Background: an optimization exercise with open tools, aiming at small area. Do not read the settings as production practice.
Function was checked by simulation only, so behaviour that the tests miss may differ from the original.
No activity file was given, so power comes from the tool's default toggle rates.

==> flow/config.mk <==
export PLATFORM = sky130hd
export DESIGN_NAME = regfile_bank
export DESIGN_NICKNAME = regfile_bank
export VERILOG_FILES = /design/flow/design.v
export SDC_FILE = /design/flow/constraint.sdc
export NUM_CORES = 4
export LEC_CHECK = 0
export CAP_MARGIN = 20
export CORE_MARGIN = 2
export CORE_UTILIZATION = 40
export SLEW_MARGIN = 20
==> flow/constraint.sdc <==
create_clock -name core_clock -period 7.0 [get_ports {i_clk}]
set_input_delay 1.4000 -clock core_clock [delete_from_list [all_inputs] [get_ports {i_clk}]]
set_output_delay 1.4000 -clock core_clock [all_outputs]
set_load 0.01 [all_outputs]
==> flow/design.v <==
module regfile_bank #(
   parameter int unsigned OPTION_REG_WIDTH = 64,
   parameter int unsigned OPTION_REG_COUNT = 32
) (
   input  logic                        i_clk,
   input  logic                        i_rst,
   input  logic [4:0]                  i_sela,
   input  logic [4:0]                  i_selb,
   output logic [OPTION_REG_WIDTH-1:0] o_ina,
   output logic [OPTION_REG_WIDTH-1:0] o_inb,
   input  logic [4:0]                  i_write_reg,
   input  logic [OPTION_REG_WIDTH-1:0] i_write_data,
   input  logic                        i_write_en,
   input  logic                        i_clear,
   output logic                        o_ready
);
   typedef enum logic {
      ST_CLEAR = 1'b0,
      ST_READY = 1'b1
   } state_e;
   localparam logic [4:0] IDX_FIRST = 5'd1;
   localparam logic [4:0] IDX_LAST  = 5'd31;
   state_e                      state_q, state_d;
   logic [4:0]                  idx_q, idx_d;
   logic                        wr_en;
   logic [4:0]                  wr_addr;
   logic [OPTION_REG_WIDTH-1:0] wr_data;
   logic [OPTION_REG_WIDTH-1:0] regs_q [0:OPTION_REG_COUNT-1];
   logic [OPTION_REG_WIDTH-1:0] rd_a, rd_b;
   always_ff @(posedge i_clk or negedge i_rst) begin
      if (!i_rst) begin
         state_q <= ST_CLEAR;
         idx_q   <= IDX_FIRST;
      end else begin
         state_q <= state_d;
         idx_q   <= idx_d;
      end
   end
   always_comb begin
      state_d = state_q;
      idx_d   = idx_q;
      wr_en   = 1'b0;
      wr_addr = idx_q;
      wr_data = '0;
      case (state_q)
         ST_CLEAR: begin
            wr_en   = 1'b1;
            wr_addr = idx_q;
            if (i_clear) begin
               idx_d = IDX_FIRST;
            end else if (idx_q == IDX_LAST) begin
               state_d = ST_READY;
            end else begin
               idx_d = idx_q + 5'd1;
            end
         end
         ST_READY: begin
            if (i_clear) begin
               state_d = ST_CLEAR;
               idx_d   = IDX_FIRST;
            end else if (i_write_en && (i_write_reg != 5'd0)) begin
               wr_en   = 1'b1;
               wr_addr = i_write_reg;
               wr_data = i_write_data;
            end
         end
         default: begin
            state_d = ST_CLEAR;
            idx_d   = IDX_FIRST;
         end
      endcase
   end
   always_ff @(posedge i_clk) begin
      if (wr_en) begin
         regs_q[wr_addr] <= wr_data;
      end
   end
   always_comb begin
      rd_a = regs_q[i_sela];
      rd_b = regs_q[i_selb];
   end
   always_comb begin
      o_ina = '0;
      o_inb = '0;
      if ((state_q == ST_READY) && (i_sela != 5'd0)) begin
         o_ina = rd_a;
      end
      if ((state_q == ST_READY) && (i_selb != 5'd0)) begin
         o_inb = rd_b;
      end
   end
   assign o_ready = (state_q == ST_READY);
endmodule
==> flow/run.sh <==
#!/bin/bash
# synth_recipe.tcl (not shown) runs the flow's synth.tcl, then flattens the netlist and writes it again
# the make line also repeats each setting of config.mk as NAME=value (left out here)
make -C /OpenROAD-flow-scripts/flow DESIGN_CONFIG=/design/flow/config.mk WORK_HOME=/design/flow/orfs CLKGATE_MAP_FILE= SYNTH_SCRIPT=/design/flow/synth_recipe.tcl finish
==> run notes, run 1 <==
status timing/DRC/antenna clean; synthesized flop and latch total slightly above 2,000; Core Region around 230,000 sq um; Horiz. Die Dim 489 microns; vias in the first global route approximately 56,000; Clk Latency, worst-skew pair between 0.8 and 0.9 ns; height of the chip 489 microns; Max-cap violations 0; clock root cell clkbuf_16; first-pass GRT wire length between 400,000 and 500,000 microns; CTS sink cnt roughly 2,000; Final HPWL DP 167,000 microns; crit path DAT a little under 5 ns; commonest non-fill, non-tap cell in the layout edfxtp_1; CP max-delay cell clkdlybuf4s50_1; Worst setup EP type output pin; Total GRT Usage 0.249; DR pass1 iterations 5; Setup violations, final 0; Syn Inst Count 4,945; grt ovf 0; CP cell instances clkdlybuf4s50_1, nor2b_4, buf_4, a22oi_1, a31oi_1, nand4_1, clkdlybuf4s50_1; Critical Path Source i_selb[3]; crit path kind primary input to output pin; Placed Cells between 8,000 and 9,000; Area growth syn-to-layout 14.7%; CP most frequent cell clkdlybuf4s50_1; Layout Skew approximately 0.040 ns; R2R setup slack roughly 3.1 ns; CP bufs+invs 3; kind of cell adding the most delay to the critical path buffers and inverters; Reg clk slew, reported paths around 0.06 ns; slew margin rel. 0.234; worst-case reg-to-reg path depth 6; peak fanout along the critical path 12; CTS tree yes; Avg Cell Area, Syn 19.0 sq um; EDFF count, synth 2,048; hold_sp idx_q[0]; Port Buf Inserts between 200 and 250; synth unique cells 46; hold_buf cts 0; Leak Pwr 31.3 nW; layout cells sized above 1 0.253; Worst VDD drop 0.000211 V; number of top-level pins approximately 210; Core Rows approximately 180; Total Nets Final between 5,000 and 6,000; Detailed Route WL 300,000 microns; pins over their slew limit 0; Synthesis Warnings 1; die area between 200,000 and 250,000 sq um; RSZ-0062 raised after global routing false; slowest cell delay on critical path 0.96 ns; Initial Util 0.403; Tcrit/Tclk final 0.889; Setup Buffers After CTS 0; initial antenna violation count 8; Setup crit start kind primary input; fin util 0.462; Initial DRC Count between 6,000 and 7,000; commonest non-fill, non-tap cells in the layout 2,048 x edfxtp_1, 768 x mux4_2, 513 x mux2i_1; H-tree depth 4; Synthesized Nets around 5,000; Max Buffers Root-to-Sink 3; Final Wtd Congestion 0.813; Residual DRC 0; post-route minimum period approximately 6.2 ns; Syn Std Cell Area roughly 94,000 sq um; Seq/Total Area, Yosys 0.656; power density cells about 240 nW/um^2; final hold viol count 0; type of the most critical hold path flop to flop; FMAX 0.161 GHz; asr flop ratio synth 0.00292; cts bufs inserted 212; Reg2Reg Launch Point state_q; Power, Total 26.0 mW; hold depth 2; fin cells 8,498; setup tns final 0 ns; Final ANT Viol Nets 0; Required @ worst endpoint ~5.6 ns; endpoint of the worst hold path idx_q[0]; drt wl/cell 35.3 microns; largest net degree at the start of global routing approximately 80; Post-CTS Resized 0; via/cell ratio 6.42; RR Endpoint regs_q[18][59]; Post-synth top flop edfxtp_1; Vias between 50,000 and 60,000; Worst-Margin Slew 1.15 ns
power breakdown:
part,leakage [nW],total (mW),switching (mW),internal (mW)
combinational,11.8,1.54,0.893,0.647
clock,3.17,10.8,4.86,5.90
sequential,16.3,13.7,0.0901,13.6
worst min-delay path, delay by kind of cell, from the launching register on:
| family | cells | cell delay [ns] |
|---|---|---|
| flip-flops | 1 | 0.41 |
| XOR/XNOR | 1 | 0.16 |
| AND/OR/NAND/NOR | 1 | 0.05 |
layer usage:
layer,vias to the layer above,track usage,share of wire
met5,-,0,0.000063
met4,2,0.0853,0.036
met3,531,0.0359,0.074
met2,2632,0.422,0.50
met1,29500,0.328,0.39
li1,21900,-,-
cell usage after synthesis, types with 2 or more instances:
cell / count / share of area
nand4_1: 129 / 0.0086
clkbuf_2: 2 / 0.00011
mux4_2: 768 / 0.18
nand3_1: 128 / 0.0068
o21ai_0: 2 / 0.00011
clkbuf_1: 156 / 0.0062
buf_6: 18 / 0.0022
mux2i_1: 513 / 0.055
nor2_1: 37 / 0.0015
nor2b_1: 6 / 0.00040
inv_1: 2 / 0.000080
buf_1: 23 / 0.00092
nor3b_1: 3 / 0.00024
nand2_1: 133 / 0.0053
and2_1: 68 / 0.0045
ha_1: 2 / 0.00027
nor3_1: 12 / 0.00064
and4_1: 3 / 0.00028
nor4b_1: 2 / 0.00019
a22oi_1: 385 / 0.031
a21oi_1: 4 / 0.00021
buf_4: 47 / 0.0038
dfrtp_1: 5 / 0.0013
nor2_4: 4 / 0.00048
xor2_1: 2 / 0.00019
edfxtp_1: 2048 / 0.65
a22o_1: 128 / 0.012
a31oi_1: 132 / 0.0088
a41oi_1: 2 / 0.00019
nor2_2: 2 / 0.00013
buf_2: 159 / 0.0085
and4b_1: 6 / 0.00064
how the worst max path moves through the flow:
stage / end / slack (ns) / cells after the start
floorplan: regs_q[31][0] / -0.19 / 5
global placement: o_inb[18] / 0.86 / 7
detailed placement: o_ina[1] / 0.85 / 7
CTS: o_inb[18] / 0.83 / 7
global route: o_inb[18] / 0.74 / 7
finish: o_inb[30] / 0.78 / 7
final cells by class:
cell class	instances	area (sq um)
clock buffer	266	5530
clock inverter	119	987
inverter	2	7.51
tap	3132	3920
multi-input combinational	2484	30600
antenna	4	10.0
timing repair buffer	437	4980
sequential	2054	61700
fill	19600	125000
metrics by stage:
step | area (sq um) | worst slack (ns) | hold WS, ns
after floorplan | 94000 | -0.188 | 0.581
after global routing | 108000 | 0.740 | 0.702
after global placement | 101000 | 0.856 | 0.604
final | 108000 | 0.780 | 0.636
after detailed placement | 101000 | 0.853 | 0.621
after CTS | 108000 | 0.828 | 0.631
cells by family (layout without fill, tap and decap cells):
group | count (synthesis) | in the layout | synth area share
AO/OA/AOI/OAI | 657 | 657 | 0.0524
buffers and inverters | 407 | 824 | 0.0217
AND/OR/NAND/NOR | 541 | 541 | 0.0304
XOR/XNOR | 3 | 3 | 0.000280
multiplexers | 1281 | 1281 | 0.239
other | 0 | 4 | 0
flip-flops | 2054 | 2054 | 0.656
adder cells (fa/ha/maj) | 2 | 2 | 0.000266
registers in the layout, indices dropped and copies added (netlist names):
| name | cells |
|---|---|
| regs_q | 2048 |
| state_q | 1 |
| idx_q | 5 |
==> run 2: changes to the inputs <==
==> flow/design.v (replaced) <==
module regfile_bank_aoi222 (
   input  logic a0, s0, a1, s1, a2, s2,
   output logic y
);
   assign y = ~((a0 & s0) | (a1 & s1) | (a2 & s2));
endmodule
module regfile_bank_nand2 (
   input  logic a0, s0,
   output logic y
);
   assign y = ~(a0 & s0);
endmodule
module regfile_bank_nand11 (
   input  logic [10:0] n,
   output logic        y
);
   assign y = ~&n;
endmodule
module regfile_bank_ao22 (
   input  logic q, h, w, l,
   output logic d
);
   assign d = (q & h) | (w & l);
endmodule
module regfile_bank_rdbit (
   input  logic [31:1] q,
   input  logic [31:1] s,
   output logic        y
);
   logic [10:0] n;
   for (genvar g = 0; g < 10; g++) begin : g_aoi
      regfile_bank_aoi222 u_aoi (
         .a0(q[3*g+1]), .s0(s[3*g+1]),
         .a1(q[3*g+2]), .s1(s[3*g+2]),
         .a2(q[3*g+3]), .s2(s[3*g+3]),
         .y(n[g])
      );
   end
   regfile_bank_nand2 u_last (.a0(q[31]), .s0(s[31]), .y(n[10]));
   regfile_bank_nand11 u_or (.n(n), .y(y));
endmodule
module regfile_bank (
   input  logic        i_clk,
   input  logic        i_rst,
   input  logic [4:0]  i_sela,
   input  logic [4:0]  i_selb,
   output logic [63:0] o_ina,
   output logic [63:0] o_inb,
   input  logic [4:0]  i_write_reg,
   input  logic [63:0] i_write_data,
   input  logic        i_write_en,
   input  logic        i_clear,
   output logic        o_ready
);
   logic        ready_q;
   logic [4:0]  idx_q;
   logic [63:0] regs_q [1:31];
   logic [63:0] regs_d [1:31];
   always_ff @(posedge i_clk or negedge i_rst) begin
      if (!i_rst) begin
         ready_q <= 1'b0;
         idx_q   <= 5'd1;
      end else if (i_clear) begin
         ready_q <= 1'b0;
         idx_q   <= 5'd1;
      end else if (!ready_q) begin
         if (idx_q == 5'd31) ready_q <= 1'b1;
         else                idx_q   <= idx_q + 5'd1;
      end
   end
   logic [31:1] ld, hold, sa, sb;
   always_comb begin
      for (int r = 1; r < 32; r++) begin
         ld[r]   = ready_q && !i_clear && i_write_en && (i_write_reg == 5'(r));
         hold[r] = !(ld[r] || (!ready_q && (idx_q == 5'(r))));
         sa[r]   = ready_q && (i_sela == 5'(r));
         sb[r]   = ready_q && (i_selb == 5'(r));
      end
   end
   for (genvar r = 1; r < 32; r++) begin : g_reg
      for (genvar b = 0; b < 64; b++) begin : g_bit
         regfile_bank_ao22 u_nxt (
            .q(regs_q[r][b]), .h(hold[r]), .w(i_write_data[b]), .l(ld[r]), .d(regs_d[r][b])
         );
      end
   end
   always_ff @(posedge i_clk) begin
      for (int r = 1; r < 32; r++) begin
         regs_q[r] <= regs_d[r];
      end
   end
   for (genvar b = 0; b < 64; b++) begin : g_rd
      logic [31:1] col;
      for (genvar r = 1; r < 32; r++) begin : g_col
         assign col[r] = regs_q[r][b];
      end
      regfile_bank_rdbit u_a (.q(col), .s(sa), .y(o_ina[b]));
      regfile_bank_rdbit u_b (.q(col), .s(sb), .y(o_inb[b]));
   end
   assign o_ready = ready_q;
endmodule
--- a/flow/config.mk
+++ b/flow/config.mk
@@ -10,2 +10,3 @@
 export CORE_UTILIZATION = 40
 export SLEW_MARGIN = 20
+export SYNTH_HIERARCHICAL = 1
==> run notes, run 2 <==
status timing/DRC/antenna clean; pins over their slew limit 0; Layout Skew between 0.03 and 0.04 ns; DR pass1 iterations 14; power share of the sequential group 0.495; internal power ~18 mW; Avg Cell Area, Syn 12.2 sq um; Setup crit start kind primary input; Reg clk slew, reported paths 0.06 ns; clock network fraction of total power 0.481; sw frac 0.232; slowest cell delay on critical path around 0.94 ns; grt ovf 0; Worst VDD drop about 0.00022 V; post-route minimum period ~6.9 ns; Core Region 186,000 sq um; Synth Area in Adders 0.00100; Top reg by flops regs_q; hold depth 1; Vias just under 80,000; asr flop ratio synth 0.00302; first-pass GRT wire length 548,000 microns; Port Buf Inserts between 200 and 250; Detailed Route WL 392,000 microns; type of the most critical hold path flop to flop; cts bufs inserted just over 200; Required @ worst endpoint roughly 5.6 ns; Power, Total about 23 mW; Synthesis Warnings 10; CP most frequent cell clkdlybuf4s50_1; Post-synth top cells 1,984 x a22o_1, 1,984 x dfxtp_1, 1,280 x a222oi_1; Post-synth top flop dfxtp_1; H-tree depth 4; crit path kind primary input to output pin; Total Nets Final 6,933; peak fanout along the critical path 30; EDFF count, synth 0; Initial Util 0.403; largest net degree at the start of global routing between 60 and 70; xor/xnor share of the synthesized area 0.000234; Leak Pwr about 33 nW; Total GRT Usage 0.388; Initial DRC Count 19,800; switching power 5.35 mW; synth top area cells dfxtp_1 53%, a22o_1 23%, a222oi_1 17%; height of the chip 437 microns; Setup violations, final 0; Max Buffers Root-to-Sink 3; CTS sink cnt 1,990; Largest regs regs_q: 1984 flops, idx_q: 5 flops, ready_q: 1 flops; CP cell instances clkdlybuf4s50_1, nor2b_1, nand3_1, nor2_4, buf_4, a222oi_1, nand4_1, or3_1, clkdlybuf4s50_1; Worst-Margin Slew around 1.3 ns; Residual DRC 0; FMAX ~0.15 GHz; Final HPWL DP between 200,000 and 250,000 microns; Area growth syn-to-layout 21.3%; Yosys top cell by area dfxtp_1; number of top-level pins around 210; Seq/Total Area, Yosys 0.533; hold_buf cts 0; Setup Buffers After CTS 0; commonest non-fill, non-tap cells in the layout 1,984 x a22o_1, 1,984 x dfxtp_1, 1,280 x a222oi_1; Clk Latency, worst-skew pair just under 0.9 ns; final hold viol count 0; Max-cap violations 0; RSZ-0062 raised after global routing false; main combinational cell family by area after synthesis compound AO/OA/AOI/OAI gates; synthesized flop and latch total 1,990; Yosys top cell area share 0.531; Synthesized Nets approximately 6,200; CP max-delay cell nor2_4; via/cell ratio 8.24; Final Wtd Congestion 0.975; Compound-Gate Fraction of Synth Area 0.406; Final ANT Viol Nets 0; Post-Synth Simple-Gate Area 0.0583; Tcrit/Tclk final 0.979; die area approximately 190,000 sq um; Worst setup EP type output pin; vias in the first global route between 70,000 and 80,000; Syn Std Cell Area between 70,000 and 80,000 sq um; layout cells sized above 1 0.115; Post-CTS Resized 0; slew margin rel. 0.106; fin util 0.489; Horiz. Die Dim around 440 microns; Syn Inst Count 6,130; max reg flops 1,984; worst-case reg-to-reg path depth 7; clock root cell clkbuf_16; Core Rows 158; drt wl/cell between 40 and 50 microns; Logic pwr share 0.024; crit path DAT between 5 and 6 ns; mux cell area share after synthesis 0.000150; CTS tree yes; initial antenna violation count 44; power density cells 254 nW/um^2; synth unique cells between 40 and 50
[run 2: cell types whose count changed after synthesis, moves of 62 or more]
| cell | delta |
|---|---|
| buf_2 | -157 |
| a222oi_1 | +1280 |
| mux2i_1 | -513 |
| a31oi_1 | -126 |
| or3_1 | +129 |
| nand4_1 | +130 |
| clkbuf_1 | -144 |
| dfxtp_1 | +1984 |
| mux4_2 | -768 |
| and2_1 | -62 |
| a22o_1 | +1856 |
| a22oi_1 | -373 |
| edfxtp_1 | -2048 |
[run 2: power groups by stage]
stage          combinational (mW)  clock (mW)  sequential [mW]
6_report                    0.546        11.1             11.4
5_1_grt                     0.551        11.5             11.4
4_1_cts                     0.525        11.1             11.4
3_5_place_dp                0.525           0             11.7
3_3_place_gp                0.524           0             11.7
2_1_floorplan               0.125           0             11.6
[run 2: worst paths after layout]
path	endpoint	slack [ns]	from
setup reg to reg	regs_q[27][14]	2.93	ready_q
setup / recovery	o_ina[55]	0.15	i_sela[3]
hold reg to reg	regs_q[31][54]	0.51	regs_q[31][54]
max in group asynchronous	idx_q[0]	5.95	i_rst
min in group asynchronous	idx_q[3]	0.78	i_rst
hold / removal	regs_q[31][54]	0.51	regs_q[31][54]
[run 2: kinds of logic after synthesis]
group	count (synthesis)
xor+xnor	2
buf+inv	23
simple gates	810
flops	1990
compound gates	3298
mux	1
fa+ha+maj	6
[run 2: cell type report]
| class | count | area, sq um |
|---|---|---|
| repair buffers | 528 | 5170 |
| fillers | 16500 | 94800 |
| diodes | 18 | 45.0 |
| well taps | 2480 | 3100 |
| multi-input cells | 4117 | 35900 |
| flip-flops and latches | 1990 | 39900 |
| inverters | 4 | 15.0 |
| clock buffers | 303 | 6040 |
| clock inverters | 63 | 631 |
[run 2: stage by stage]
stage | setup WS [ns] | hold slack (ns) | setup TNS [ns] | area [sq um] | std cells
finish | 0.149 | 0.509 | 0 | 90800 | 9503
global route | 0.188 | 0.522 | 0 | 90800 | 9492
CTS | 0.390 | 0.509 | 0 | 90800 | 9483
detailed placement | 0.423 | 0.493 | 0 | 84100 | 9117
global placement | 0.424 | 0.487 | 0 | 84200 | 9114
floorplan | -1.63 | 0.477 | -269.80 | 74900 | 6130
[run 2: critical path: cells and delay by family]
family          cells  cell delay, ns
compound gates      1            0.32
buf+inv             3            1.77
simple gates        5            1.87
[run 2: per-module statistics from Yosys (local to each module, per instance), excerpt]
module	flops+latches	cells	area, sq um
regfile_bank	1990	2226	41100
regfile_bank_ao22	0	1	8.76
regfile_bank_aoi222	0	1	10.0
regfile_bank_nand11	0	4	23.8
regfile_bank_nand2	0	1	3.75
[run 2: per-layer routing]
metal	wire, microns	GRT usage	up-vias
met2	157000	0.542	7838
met4	27600	0.235	44
met1	143000	0.498	38400
met5	775	0.0126	-
met3	64500	0.153	1881
li1	-	-	30200
==> run 3: changes to the inputs <==
==> flow/flow/run.sh (new file) <==
#!/bin/bash
# The standard layout (standard.sh, unchanged synthesis), with the port buffers that
# buffer_ports inserts on every input and output made buf_2 instead of its default pick.
set -euo pipefail
export BUFFER_PORTS_ARGS="-buffer_cell sky130_fd_sc_hd__buf_2"
bash standard.sh finish > standard.log 2>&1
==> flow/standard.sh (new file) <==
#!/bin/bash
# synth_recipe.tcl (not shown) runs the flow's synth.tcl, then flattens the netlist and writes it again
# the make line also repeats each setting of config.mk as NAME=value (left out here)
make -C /OpenROAD-flow-scripts/flow DESIGN_CONFIG=/design/flow/config.mk WORK_HOME=/design/flow/orfs CLKGATE_MAP_FILE= SYNTH_SCRIPT=/design/flow/synth_recipe.tcl "${@:-finish}"
--- a/flow/config.mk
+++ b/flow/config.mk
@@ -8,5 +8,8 @@
 export CAP_MARGIN = 20
 export CORE_MARGIN = 2
-export CORE_UTILIZATION = 40
+export CORE_UTILIZATION = 45
+export CTS_BUF_LIST = sky130_fd_sc_hd__clkbuf_16
+export CTS_CLUSTER_DIAMETER = 80
+export CTS_CLUSTER_SIZE = 25
 export SLEW_MARGIN = 20
 export SYNTH_HIERARCHICAL = 1
removed: flow/run.sh
==> run notes, run 3 <==
Syn Inst Count around 6,100; Tcrit/Tclk final 0.932; FMAX 0.153 GHz; Total GRT Usage 0.437; Placed Cells between 8,000 and 9,000; slew margin rel. 0.0675; crit path DAT roughly 5 ns; Synthesis Warnings 10; Layout Skew roughly 0.029 ns; DR pass1 iterations 17; first-pass GRT wire length 541,000 microns; Residual DRC 0; CTS sink cnt slightly below 2,000; type of the most critical hold path primary input to async pin; total area of sequential cells 39,900 sq um; final hold viol count 0; largest net degree at the start of global routing 65; CTS tree yes; Max-cap violations 0; setup ws final around 0.48 ns; Worst setup EP type output pin; Final ANT Viol Nets 0; Core Rows roughly 150; # fillers about 14,000; hold_buf cts 0; CP bufs+invs 3; Setup crit start kind primary input; initial antenna violation count 29; post-route minimum period around 6.5 ns; die area between 150,000 and 200,000 sq um; Port Buf Inserts 211; Initial Util 0.454; cts bufs inserted between 100 and 150; fin cells 8,971; CP most frequent cell buf_2; EDFF count, synth 0; Critical Path Source i_sela[2]; Top reg by flops regs_q; max reg flops about 2,000; slowest cell delay on critical path between 0.9 and 1 ns; peak fanout along the critical path a little over 40; number of top-level pins roughly 210; synth top area cells dfxtp_1 53%, a22o_1 23%, a222oi_1 17%; Seq/Total Area, Yosys 0.533; CP cell instances buf_2, nor2b_1, nand2_1, nor2_4, buf_4, a222oi_1, nand4_1, or3_1, buf_2; Post-CTS Resized 0; DP Worst Slack slightly above 0.9 ns; pins over their slew limit 0; Post-synth top flop dfxtp_1; Horiz. Die Dim just over 400 microns; CP max-delay cell nor2_4; Avg Cell Area, Syn approximately 12 sq um; Vias around 80,000; kind of cell adding the most delay to the critical path simple AND/OR/NAND/NOR gates; synthesized flop and latch total 1,990; Final HPWL DP approximately 220,000 microns; commonest non-fill, non-tap cells in the layout 1,984 x a22o_1, 1,984 x dfxtp_1, 1,280 x a222oi_1; Final Wtd Congestion roughly 0.94; Initial DRC Count around 21,000; Synthesized Nets ~6,200; status timing/DRC/antenna clean; clock root cell clkbuf_16; Setup Buffers After CTS 0; RSZ-0062 raised after global routing false; Yosys top cell area share 0.531; via/cell ratio 8.73; asr flop ratio synth 0.00302; Reg clk slew, reported paths 0.10 ns; Clk Latency, worst-skew pair ~0.82 ns; power density cells between 200 and 250 nW/um^2; synth unique cells 42; Required @ worst endpoint between 5 and 6 ns; Worst-Margin Slew about 1.4 ns; H-tree depth 3; Detailed Route WL 394,000 microns; crit path kind primary input to output pin; vias in the first global route 72,100; Leak Pwr 31.3 nW; height of the chip 412 microns; grt ovf 0; area of the multi-input gates roughly 36,000 sq um; Reg2Reg Launch Point ready_q; Largest regs regs_q: 1984 flops, idx_q: 5 flops, ready_q: 1 flops; drt wl/cell 43.9 microns; Post-synth top cells 1,984 x a22o_1, 1,984 x dfxtp_1, 1,280 x a222oi_1; Setup violations, final 0; Total Nets Final ~6,800; Core Region 165,000 sq um; layout cells sized above 1 0.115; fin util 0.520; Worst VDD drop 0.000223 V; Syn Std Cell Area between 70,000 and 80,000 sq um; Area growth syn-to-layout 14.7%; Yosys top cell by area dfxtp_1; Max Buffers Root-to-Sink 3
run 3: cell counts after synthesis:
Identical to the previous run, type by type.
run 3: final cells by class:
cell class / instances / share of cell area
inverters: 4 / 0.000175
flip-flops and latches: 1990 / 0.464
diodes: 20 / 0.000583
clock buffers: 108 / 0.0315
multi-input cells: 4117 / 0.418
clock inverters: 72 / 0.0105
repair buffers: 471 / 0.0426
well taps: 2189 / 0.0319
run 3: logic make-up after synthesis:
logic type	after synthesis	share of synthesized area
compound gates	3298	0.406
flops	1990	0.533
simple gates	810	0.0583
buf+inv	23	0.00144
fa+ha+maj	6	0.00100
xor+xnor	2	0.000234
mux	1	0.000150
run 3: worst register-to-register path: stages, from the launching register on:
cell	delay, ns
dfrtp_1	0.37
buf_4	0.20
nand3b_1	0.84
nor3_4	0.06
buf_4	0.32
a21oi_4	0.97
buf_4	0.88
a22o_1	0.33
run 3: final timing paths:
| kind | depth (start not counted) | endpoint | slack (ns) |
|---|---|---|---|
| worst min register to register | 1 | regs_q[12][9] | 0.52 |
| worst max-delay path | 9 | o_ina[29] | 0.48 |
| min in group core_clock | 1 | regs_q[12][9] | 0.52 |
| worst min-delay path | 1 | idx_q[4] | 0.41 |
| max in group asynchronous | 1 | idx_q[0] | 6.37 |
| worst max register to register | 7 | regs_q[28][14] | 2.98 |
run 3: metrics by stage:
step                      power (mW)  hold WS (ns)  TNS, ns  cell area [sq um]
after floorplan                 11.8         0.477  -269.80              74900
after global placement          12.1         0.487        0              82000
after detailed placement        12.1         0.492        0              82100
after CTS                       19.5         0.400        0              85700
after global routing            19.9         0.402        0              85800
final                           19.5         0.410        0              85800
run 3: report_power, final:
group / total [mW] / switching (mW) / internal (mW)
logic: 0.527 / 0.438 / 0.0896
clock network: 7.60 / 4.23 / 3.37
registers: 11.4 / 0.0395 / 11.4
run 3: per-module statistics from Yosys (local to each module, per instance), a selection:
module / cell area (sq um) / flops+latches / copies in the design / cells inside
regfile_bank: 41100 / 1990 / 1 / 2226
regfile_bank_nand11: 23.8 / 0 / 128 / 4
regfile_bank_ao22: 8.76 / 0 / 1984 / 1
regfile_bank_nand2: 3.75 / 0 / 128 / 1
regfile_bank_aoi222: 10.0 / 0 / 1280 / 1
run 3: routing by layer:
| layer | wire [microns] | global-route usage |
|---|---|---|
| met5 | 549 | 0.0116 |
| met4 | 26500 | 0.241 |
| met3 | 70600 | 0.194 |
| met2 | 152000 | 0.586 |
| met1 | 144000 | 0.578 |
==> run 4: changes to the inputs <==
--- a/flow/config.mk
+++ b/flow/config.mk
@@ -9,7 +9,7 @@
 export CORE_MARGIN = 2
 export CORE_UTILIZATION = 45
-export CTS_BUF_LIST = sky130_fd_sc_hd__clkbuf_16
-export CTS_CLUSTER_DIAMETER = 80
-export CTS_CLUSTER_SIZE = 25
+export CTS_BUF_LIST = sky130_fd_sc_hd__clkbuf_8
+export CTS_CLUSTER_DIAMETER = 90
+export CTS_CLUSTER_SIZE = 16
 export SLEW_MARGIN = 20
 export SYNTH_HIERARCHICAL = 1
==> run notes, run 4 <==
slowest cell delay on critical path 1.02 ns; first-pass GRT wire length 542,000 microns; slew margin rel. 0.0972; total area of sequential cells between 30,000 and 40,000 sq um; Syn Inst Count just over 6,000; Horiz. Die Dim ~410 microns; clock root cell clkbuf_8; Residual DRC 0; # fillers ~15,000; Setup Buffers After CTS 0; Yosys top cell by area dfxtp_1; Post-DP Area just over 80,000 sq um; Syn Std Cell Area around 75,000 sq um; pins over their slew limit 0; CTS tree yes; status timing/DRC/antenna clean; vias in the first global route approximately 72,000; Post-synth top flop dfxtp_1; Post-CTS Resized 0; Final Wtd Congestion ~0.94; largest net degree at the start of global routing 65; drt wl/cell between 40 and 50 microns; Final HPWL DP 219,000 microns; fin util 0.512; CP most frequent cell buf_4; Required @ worst endpoint roughly 5.6 ns; Reg2Reg Launch Point ready_q; Yosys top cell area share 0.531; Tcrit/Tclk final 0.946; Seq/Total Area, Yosys 0.533; Placed Cells approximately 8,800; Top reg by flops regs_q; height of the chip 412 microns; Largest regs regs_q: 1984 flops, idx_q: 5 flops, ready_q: 1 flops; Initial Util 0.454; Leak Pwr 30.7 nW; Final ANT Viol Nets 0; Total GRT Usage 0.439; Area growth syn-to-layout 12.8%; Setup violations, final 0; CP max-delay cell nor2_4; Post-synth top cells 1,984 x a22o_1, 1,984 x dfxtp_1, 1,280 x a222oi_1; Initial DRC Count between 20,000 and 25,000; Port Buf Inserts roughly 210; crit path kind flop to output pin; CTS sink cnt 1,990; Worst VDD drop 0.000242 V; type of the most critical hold path primary input to async pin; R2R setup slack approximately 3.0 ns; cts bufs inserted about 140; area of the multi-input gates ~36,000 sq um; final instance area approximately 84,000 sq um; WHS ~0.24 ns; asr flop ratio synth 0.00302; Worst setup EP type output pin; synth top area cells dfxtp_1 53%, a22o_1 23%, a222oi_1 17%; synthesized flop and latch total 1,990; commonest non-fill, non-tap cells in the layout 1,984 x a22o_1, 1,984 x dfxtp_1, 1,280 x a222oi_1; synth unique cells between 40 and 50; max reg flops 1,984; EDFF count, synth 0; FMAX 0.151 GHz; die area between 150,000 and 200,000 sq um; power density cells roughly 210 nW/um^2; Avg Cell Area, Syn roughly 12 sq um; crit path DAT about 5.2 ns; worst-case reg-to-reg path depth 6; Synthesis Warnings 10; via/cell ratio around 8.7; Vias slightly below 80,000; number of top-level pins 212; Max Buffers Root-to-Sink 3; Reg clk slew, reported paths roughly 0.1 ns; Clk Latency, worst-skew pair 0.99 ns; Core Region between 150,000 and 200,000 sq um; peak fanout along the critical path 41; Layout Skew slightly below 0.04 ns; post-route minimum period 6.62 ns; layout cells sized above 1 0.114; Core Rows between 100 and 150; Setup crit start kind flop; initial antenna violation count 31; hold_buf cts 0; Synthesized Nets 6,219; setup tns final 0 ns; Max-cap violations 0; CP cell instances buf_4, nor2b_1, nand2_1, nor2_4, buf_4, a222oi_1, nand4_1, or3_1, buf_2; final hold viol count 0; fin cells ~9,000; RR Endpoint regs_q[9][10]; DR pass1 iterations 17; H-tree depth 4; Worst-Margin Slew between 1 and 1.5 ns; Total Nets Final between 6,000 and 7,000; grt ovf 0; Detailed Route WL roughly 390,000 microns; RSZ-0062 raised after global routing false
## run 4: cell counts after synthesis
No cell type changed its count.
## run 4: how the worst max path moves through the flow
stage	startpoint	to	slack (ns)	cells past startpoint
after detailed placement	i_selb[2]	o_inb[51]	0.91	9
after global routing	ready_q	o_ina[29]	0.52	9
after floorplan	i_clear	regs_q[1][0]	-1.63	6
after global placement	i_selb[2]	o_inb[51]	0.98	9
final	ready_q	o_ina[29]	0.38	9
after CTS	ready_q	o_inb[51]	0.82	9
## run 4: cells by family after synthesis
logic type	after synthesis	synth area share
DFF	1990	0.533
adders and majority gates	6	0.00100
muxes	1	0.000150
AOI/OAI and AO/OA	3298	0.406
buffers and inverters	23	0.00144
and+or+nand+nor	810	0.0583
xor gates and xnor gates	2	0.000234
## run 4: metal layers
layer  vias up  GRT usage  part of all wire
li1      29700          -                 -
met5         -     0.0161            0.0012
met1     38300      0.577              0.37
met4        26      0.239             0.067
met3      1874      0.199              0.18
met2      8175      0.589              0.38
## run 4: cell type report
| type | count | area share |
|---|---|---|
| Multi-Input combinational cell | 4117 | 0.425 |
| Antenna cell | 15 | 0.000445 |
| Clock inverter | 11 | 0.000919 |
| Clock buffer | 153 | 0.0249 |
| Sequential cell | 1990 | 0.472 |
| Tap cell | 2189 | 0.0324 |
| Inverter | 4 | 0.000178 |
| Timing Repair Buffer | 472 | 0.0435 |
## run 4: report_power, final
part	internal (mW)	leakage, nW	total, mW	switching [mW]
Clock	1.98	1.13	5.85	3.88
Combinational	0.0859	13.5	0.524	0.438
Sequential	11.4	16.1	11.4	0.0394
## run 4: metrics by stage
stage	worst slack, ns	total power, mW
after floorplan	-1.63	11.8
after global routing	0.523	18.1
final	0.377	17.8
after detailed placement	0.910	12.1
after global placement	0.977	12.1
after CTS	0.820	17.7
## run 4: Yosys stat by module, one instance, submodules excluded, excerpt
module,flip-flops and latches,times used,cells
regfile_bank,1990,1,2226
regfile_bank_nand11,0,128,4
regfile_bank_aoi222,0,1280,1
regfile_bank_ao22,0,1984,1
regfile_bank_nand2,0,128,1
## run 4: critical path, delay by kind of cell, from the launching register on
| kind | cells | cell delay (ns) |
|---|---|---|
| AO/OA/AOI/OAI | 1 | 0.25 |
| buffers and inverters | 3 | 1.39 |
| flip-flops | 1 | 0.33 |
| AND/OR/NAND/NOR | 5 | 2.21 |
==> run 5: changes to the inputs <==
--- a/flow/config.mk
+++ b/flow/config.mk
@@ -11,5 +11,5 @@
 export CTS_BUF_LIST = sky130_fd_sc_hd__clkbuf_8
 export CTS_CLUSTER_DIAMETER = 90
-export CTS_CLUSTER_SIZE = 16
+export CTS_CLUSTER_SIZE = 14
 export SLEW_MARGIN = 20
 export SYNTH_HIERARCHICAL = 1
==> run notes, run 5 <==
Post-synth top flop dfxtp_1; FMAX ~0.15 GHz; height of the chip approximately 400 microns; Compound-Gate Fraction of Synth Area 0.406; Syn Std Cell Area 74,900 sq um; H-tree depth 4; Initial Util 0.454; Avg Cell Area, Syn ~12 sq um; xor/xnor share of the synthesized area 0.000234; Yosys top cell area share 0.531; Leak Pwr between 30 and 40 nW; WHS roughly 0.25 ns; final hold viol count 0; crit path kind flop to output pin; Area growth syn-to-layout 13.1%; Port Buf Inserts about 210; Final ANT Viol Nets 0; pins over their slew limit 0; hold_buf cts 0; drt wl/cell roughly 44 microns; Seq/Total Area, Yosys 0.533; die area 170,000 sq um; Synthesis Warnings 10; Syn Inst Count between 6,000 and 7,000; Detailed Route WL around 390,000 microns; peak fanout along the critical path a little over 40; Tcrit/Tclk final 0.937; CTS sink cnt 1,990; Total GRT Usage 0.438; cts bufs inserted roughly 160; Yosys top cell by area dfxtp_1; commonest non-fill, non-tap cells in the layout 1,984 x a22o_1, 1,984 x dfxtp_1, 1,280 x a222oi_1; Layout Skew 0.0465 ns; synthesized flop and latch total around 2,000; Clk Latency, worst-skew pair a little under 1 ns; first-pass GRT wire length approximately 540,000 microns; EDFF count, synth 0; grt ovf 0; via/cell ratio 8.78; RSZ-0062 raised after global routing false; post-route minimum period 6.56 ns; status timing/DRC/antenna clean; final instance area 84,600 sq um; synth top area cells dfxtp_1 53%, a22o_1 23%, a222oi_1 17%; # fillers 14,600; Synthesized Nets slightly above 6,000; mux cell area share after synthesis 0.000150; Total Nets Final between 6,000 and 7,000; layout cells sized above 1 0.116; Worst VDD drop around 0.0002 V; Post-Synth Simple-Gate Area 0.0583; Post-DP Area 82,100 sq um; number of top-level pins 212; Largest regs regs_q: 1984 flops, idx_q: 5 flops, ready_q: 1 flops; Setup crit start kind flop; DR pass1 iterations 16; CTS tree yes; Post-CTS Resized 0; Required @ worst endpoint roughly 5.6 ns; vias in the first global route roughly 73,000; Vias between 70,000 and 80,000; Max-cap violations 0; slew margin rel. 0.0798; Final HPWL DP 219,000 microns; Max Buffers Root-to-Sink 3; asr flop ratio synth 0.00302; initial antenna violation count 32; Core Region 165,000 sq um; power density cells 213 nW/um^2; crit path DAT between 5 and 6 ns; main combinational cell family by area after synthesis compound AO/OA/AOI/OAI gates; Residual DRC 0; Final Wtd Congestion around 0.94; Setup Buffers After CTS 0; Worst setup EP type output pin; type of the most critical hold path primary input to async pin; Worst-Margin Slew roughly 1.4 ns; Synth Area in Adders 0.00100; Core Rows 149; Horiz. Die Dim roughly 400 microns; clock root cell clkbuf_8; Post-synth top cells 1,984 x a22o_1, 1,984 x dfxtp_1, 1,280 x a222oi_1; Top reg by flops regs_q; largest net degree at the start of global routing between 60 and 70; Setup violations, final 0; Initial DRC Count 20,900; Reg clk slew, reported paths 0.10 ns; synth unique cells 42; max reg flops 1,984
==> run 5: cell types whose count changed in the layout (fill, tap and decap cells not counted) <==
cell      before  now
inv_8          0    3
buf_8          2    1
clkbuf_8     153  164
inv_6          0    5
diode_2       15   14
==> run 5: final timing paths <==
check / start / to / slack (ns) / cells after the start
min in group core_clock: regs_q[12][9] / regs_q[12][9] / 0.52 / 1
setup reg to reg: ready_q / regs_q[28][56] / 2.99 / 7
max in group asynchronous: i_rst / idx_q[0] / 6.52 / 1
hold reg to reg: regs_q[12][9] / regs_q[12][9] / 0.52 / 1
hold / removal: i_rst / idx_q[3] / 0.25 / 1
setup / recovery: ready_q / o_ina[29] / 0.44 / 9
==> run 5: layout make-up <==
type	instances	area, sq um	share of cell area
Multi-Input combinational cell	4117	35900	0.424
Timing Repair Buffer	471	3660	0.0432
Sequential cell	1990	39900	0.471
Clock buffer	164	2260	0.0267
Inverter	4	15.0	0.000177
Antenna cell	14	35.0	0.000414
Clock inverter	19	155	0.00183
Tap cell	2189	2740	0.0324
==> run 5: routing by layer <==
metal	GRT usage	routed length [microns]	vias to the layer above
met5	0.0195	652	-
met4	0.240	26300	42
met3	0.197	70700	1906
met2	0.587	151000	8349
met1	0.580	146000	38600
li1	-	-	29800
==> run 5: cells by family after synthesis <==
logic type      Yosys count
compound gates         3298
flops                  1990
simple gates            810
buf+inv                  23
fa+ha+maj                 6
xor+xnor                  2
mux                       1
==> run 5: per-stage QoR <==
step	setup TNS [ns]	std cells	power, mW	worst slack [ns]	utilization
floorplan	-269.80	6130	11.8	-1.63	-
global placement	0	8762	12.1	0.977	0.497
detailed placement	0	8767	12.1	0.910	0.497
CTS	0	8950	18.0	0.865	0.512
global route	0	8957	18.4	0.581	0.513
finish	0	8968	18.1	0.444	0.513
==> run 5: report_power, final <==
group	switching, mW	internal (mW)
combinational	0.437	0.0896
sequential	0.0394	11.4
clock	4.00	2.14
==> run 5: Yosys stat by module, one instance, submodules excluded, a selection <==
| module | cells | flip-flops and latches | cell area [sq um] |
|---|---|---|---|
| regfile_bank_nand11 | 4 | 0 | 23.8 |
| regfile_bank_aoi222 | 1 | 0 | 10.0 |
| regfile_bank | 2226 | 1990 | 41100 |
| regfile_bank_nand2 | 1 | 0 | 3.75 |
| regfile_bank_ao22 | 1 | 0 | 8.76 |
==> run 5: worst max-delay path, stage by stage, from the launching register on <==
cell	delay (ns)
dfrtp_1	0.33
buf_4	0.24
nor2b_1	0.28
nand2_1	0.29
nor2_4	0.97
buf_4	0.94
a222oi_1	0.25
nand4_1	0.20
or3_1	0.42
buf_2	0.22

[separate check: timing with driven ports]
In the flow no input, the clock included, has a driving cell. The finished layouts below were timed again as built, in two steps.
Step 1, drivers: a clkbuf_16 drives i_clk and a buf_2 each remaining input, both assumed.
Step 2 moves the port delays by t, midway between the first and last clock arrival at a register: inputs arrive t later, outputs are due t later. That takes back most of the time a late clock gives input paths.
Three values: ideal ports, drivers, drivers and shift; two values: the first two.
run	shift t [ns]	setup WS [ns]	clock arrival spread, ns	worst register clock-pin slew, ns	worst data-port slew with drivers (ns)
run 1	0.932	0.780 / 0.707 / 0.707	0.056 / 0.056	0.07 / 0.07	0.40
run 2	0.946	0.149 / 0.005 / 0.005	0.039 / 0.039	0.07 / 0.07	0.23
run 3	0.877	0.478 / 0.453 / 0.453	0.056 / 0.055	0.11 / 0.11	0.23
run 4	1.050	0.377 / 0.291 / 0.362	0.059 / 0.059	0.12 / 0.12	0.19
run 5	1.039	0.444 / 0.355 / 0.431	0.079 / 0.078	0.11 / 0.11	0.20
After both steps every run listed still meets setup and hold. For run 2, which loses most, drivers alone change the setup slack by -0.144 ns; drivers and shift together by -0.144 ns.
